Background: an optimization exercise with open tools, aiming at small area and a short achievable clock period. Do not read the settings as production practice. At most, simulation tests tie the RTL to the original design; equivalence was not proved.

## iq_upconverter
module iq_upconverter (
  input  logic        clk,
  input  logic        rstn,
  input  logic        en,
  input  logic [11:0] i_data,
  input  logic [11:0] q_data,
  output logic        if_valid,
  output logic [11:0] if_data
);
Size in the first run: about 970 cells after synthesis, ~180 flip-flops.
==> flow/config.mk <==
export PLATFORM = sky130hd
export DESIGN_NAME = iq_upconverter
export DESIGN_NICKNAME = iq_upconverter
export VERILOG_FILES = /design/flow/design.v
export SDC_FILE = /design/flow/constraint.sdc
export NUM_CORES = 4
export LEC_CHECK = 0
export CAP_MARGIN = 20
export CORE_MARGIN = 2
export CORE_UTILIZATION = 40
export CTS_BUF_LIST = sky130_fd_sc_hd__clkbuf_4 sky130_fd_sc_hd__clkbuf_8
export PLACE_DENSITY = 0.75
export SETUP_SLACK_MARGIN = 3.45
export SLEW_MARGIN = 20
export SYNTH_HIERARCHICAL = 1
==> flow/constraint.sdc <==
create_clock -name core_clock -period 6.0 [get_ports {clk}]
set_input_delay 1.2000 -clock core_clock [delete_from_list [all_inputs] [get_ports {clk}]]
set_output_delay 1.2000 -clock core_clock [all_outputs]
set_load 0.01 [all_outputs]
standard.sh (not shown) runs the stock make flow with config.mk's settings and CLKGATE_MAP_FILE= SYNTH_SCRIPT=/design/flow/synth_recipe.tcl, a recipe that flattens the netlist after the stock synthesis.
==> flow/flow/run.sh <==
#!/bin/bash
# Layout: the standard ORFS flow (standard.sh), with two changes:
#  - the port buffers are sky130_fd_sc_hd__buf_4 cells instead of the
#    resizer's default choice (a delay cell);
#  - the repair steps may resize a cell to any drive strength, not only to a
#    cell with the same footprint.
# The output of each tool goes to the ORFS logs under orfs/logs; make's own
# output goes to standard.log here.
set -euo pipefail
bash standard.sh MATCH_CELL_FOOTPRINT=0 \
  "BUFFER_PORTS_ARGS=-buffer_cell sky130_fd_sc_hd__buf_4" \
  finish > standard.log 2>&1
The baseline ran to the end with no violations.
Then changed:
--- a/flow/design.v
+++ b/flow/design.v
@@ -474,16 +474,40 @@
   logic hs139;
   logic hc139;
   logic fs140;
   logic fc140;
   logic hs141;
   logic hc141;
   logic hs142;
   logic hc142;
+  logic hs143;
+  logic hc143;
+  logic hs144;
+  logic hc144;
+  logic hs145;
+  logic hc145;
+  logic hs146;
+  logic hc146;
+  logic hs147;
+  logic hc147;
+  logic hs148;
+  logic hc148;
+  logic hs149;
+  logic hc149;
+  logic hs150;
+  logic hc150;
+  logic hs151;
+  logic hc151;
+  logic hs152;
+  logic hc152;
+  logic hs153;
+  logic hc153;
+  logic hs154;
+  logic hc154;
   logic s1_0_0;
   logic s1_0_1;
   logic s1_1_0;
   logic s1_2_0;
   logic s1_2_1;
   logic s1_2_2;
   logic s1_3_0;
   logic s1_3_1;
@@ -977,16 +1001,28 @@
   csa_ha u_ha137 (.a(fc123), .b(fs124), .s(hs137), .co(hc137));
   csa_fa u_fa138 (.a(fs114), .b(fc124), .c(fs125), .s(fs138), .co(fc138));
   csa_ha u_ha139 (.a(fc125), .b(fs126), .s(hs139), .co(hc139));
   csa_fa u_fa140 (.a(fc115), .b(fs116), .c(fc126), .s(fs140), .co(fc140));
   csa_ha u_ha141 (.a(fc116), .b(fs117), .s(hs141), .co(hc141));
   csa_ha u_ha142 (.a(fc103), .b(fs104), .s(hs142), .co(hc142));
   logic [10:0] lowsum;
   assign lowsum = {1'b0, hs133, hs132, hs131, hs130, fc119, fs119, fs105, fs83, s1_1_0, s1_0_0} + {1'b0, hc132, hc131, hc130, hc129, hs129, 1'b0, 1'b0, 1'b0, 1'b0, s1_0_1};
+  csa_ha u_ha143 (.a(s2_10_0), .b(s2_10_1), .s(hs143), .co(hc143));
+  csa_ha u_ha144 (.a(s2_11_0), .b(s2_11_1), .s(hs144), .co(hc144));
+  csa_ha u_ha145 (.a(s2_12_0), .b(s2_12_1), .s(hs145), .co(hc145));
+  csa_ha u_ha146 (.a(s2_13_0), .b(s2_13_1), .s(hs146), .co(hc146));
+  csa_ha u_ha147 (.a(s2_14_0), .b(s2_14_1), .s(hs147), .co(hc147));
+  csa_ha u_ha148 (.a(s2_15_0), .b(s2_15_1), .s(hs148), .co(hc148));
+  csa_ha u_ha149 (.a(s2_16_0), .b(s2_16_1), .s(hs149), .co(hc149));
+  csa_ha u_ha150 (.a(s2_17_0), .b(s2_17_1), .s(hs150), .co(hc150));
+  csa_ha u_ha151 (.a(s2_18_0), .b(s2_18_1), .s(hs151), .co(hc151));
+  csa_ha u_ha152 (.a(s2_19_0), .b(s2_19_1), .s(hs152), .co(hc152));
+  csa_ha u_ha153 (.a(s2_20_0), .b(s2_20_1), .s(hs153), .co(hc153));
+  csa_ha u_ha154 (.a(s2_21_0), .b(s2_21_1), .s(hs154), .co(hc154));
   always_ff @(posedge clk) begin
     s1_0_0 <= pp1_0_0;
     s1_0_1 <= fs0;
     s1_1_0 <= fs51;
     s1_2_0 <= fc51;
     s1_2_1 <= fs1;
     s1_2_2 <= fs2;
     s1_3_0 <= fs52;
@@ -1100,18 +1136,18 @@
     s2_20_1 <= hs142;
     s2_21_0 <= fs118;
     s2_21_1 <= hc142;
     s2_22_0 <= fs128;
     s2_23_0 <= s1_23_0;
     s2_23_1 <= fc128;
   end
   logic [23:0] ra, rb;
-  assign ra = {s2_23_0, s2_22_0, s2_21_0, s2_20_0, s2_19_0, s2_18_0, s2_17_0, s2_16_0, s2_15_0, s2_14_0, s2_13_0, s2_12_0, s2_11_0, s2_10_0, 1'b0, 1'b0, 1'b0, 1'b0, 1'b0, 1'b0, 1'b0, 1'b0, 1'b0, 1'b0};
-  assign rb = {s2_23_1, 1'b0, s2_21_1, s2_20_1, s2_19_1, s2_18_1, s2_17_1, s2_16_1, s2_15_1, s2_14_1, s2_13_1, s2_12_1, s2_11_1, s2_10_1, 1'b0, 1'b0, 1'b0, 1'b0, 1'b0, 1'b0, 1'b0, 1'b0, 1'b0, 1'b0};
+  assign ra = {s2_23_0, s2_22_0, hs154, hs153, hs152, hs151, hs150, hs149, hs148, hs147, hs146, hs145, hs144, s2_10_2, 1'b0, 1'b0, 1'b0, 1'b0, 1'b0, 1'b0, 1'b0, 1'b0, 1'b0, 1'b0};
+  assign rb = {s2_23_1, hc154, hc153, hc152, hc151, hc150, hc149, hc148, hc147, hc146, hc145, hc144, hc143, hs143, 1'b0, 1'b0, 1'b0, 1'b0, 1'b0, 1'b0, 1'b0, 1'b0, 1'b0, 1'b0};
   logic [23:0] fsum;
-  assign fsum = {ra[23:10] + rb[23:10] + {13'd0, s2_10_2}, 10'd0};
+  assign fsum = ra + rb;
   logic [12:0] hs;   
   assign hs = fsum[23:11];
   always_ff @(posedge clk) begin
     if_data <= (hs[12] == hs[11]) ? hs[11:0] : {hs[12], {11{~hs[12]}}};
   end
 endmodule
Result:
- global-route usage drops by 0.15 points
- setup slack is better by 110 ps
- die area climbs by about 1.4%
- routed wire length climbs by about 2.3%
No functional check of the RTL was part of the first run of this note.

## what the ideal ports hide
The results above use ideal ports. As a check the final layouts listed here were re-extracted and re-timed, cells and wires unchanged.
Step 1, drivers: a clkbuf_16 drives clk and a buf_2 each remaining input, both assumed.
Step 2, shift: input delay + t, output delay - t, t = (earliest + latest rising clock arrival at the registers) / 2. This alone moves slack from input paths to output paths.
Three values: ideal, step 1, step 2; two values: the first two.
run | t, ns | setup WS [ns] | worst register clock-pin slew, ns | pins driven straight from the clock port
the first run | 0.527 | 3.391 / 3.391 / 3.006 | 0.11 / 0.11 | 1
the second run | 0.520 | 3.497 / 3.497 / 2.988 | 0.11 / 0.11 | 1
After both steps setup and hold are still met in every run listed. For the second run, which loses most, drivers alone change the setup slack by 0.000 ns; drivers and shift together by -0.509 ns.
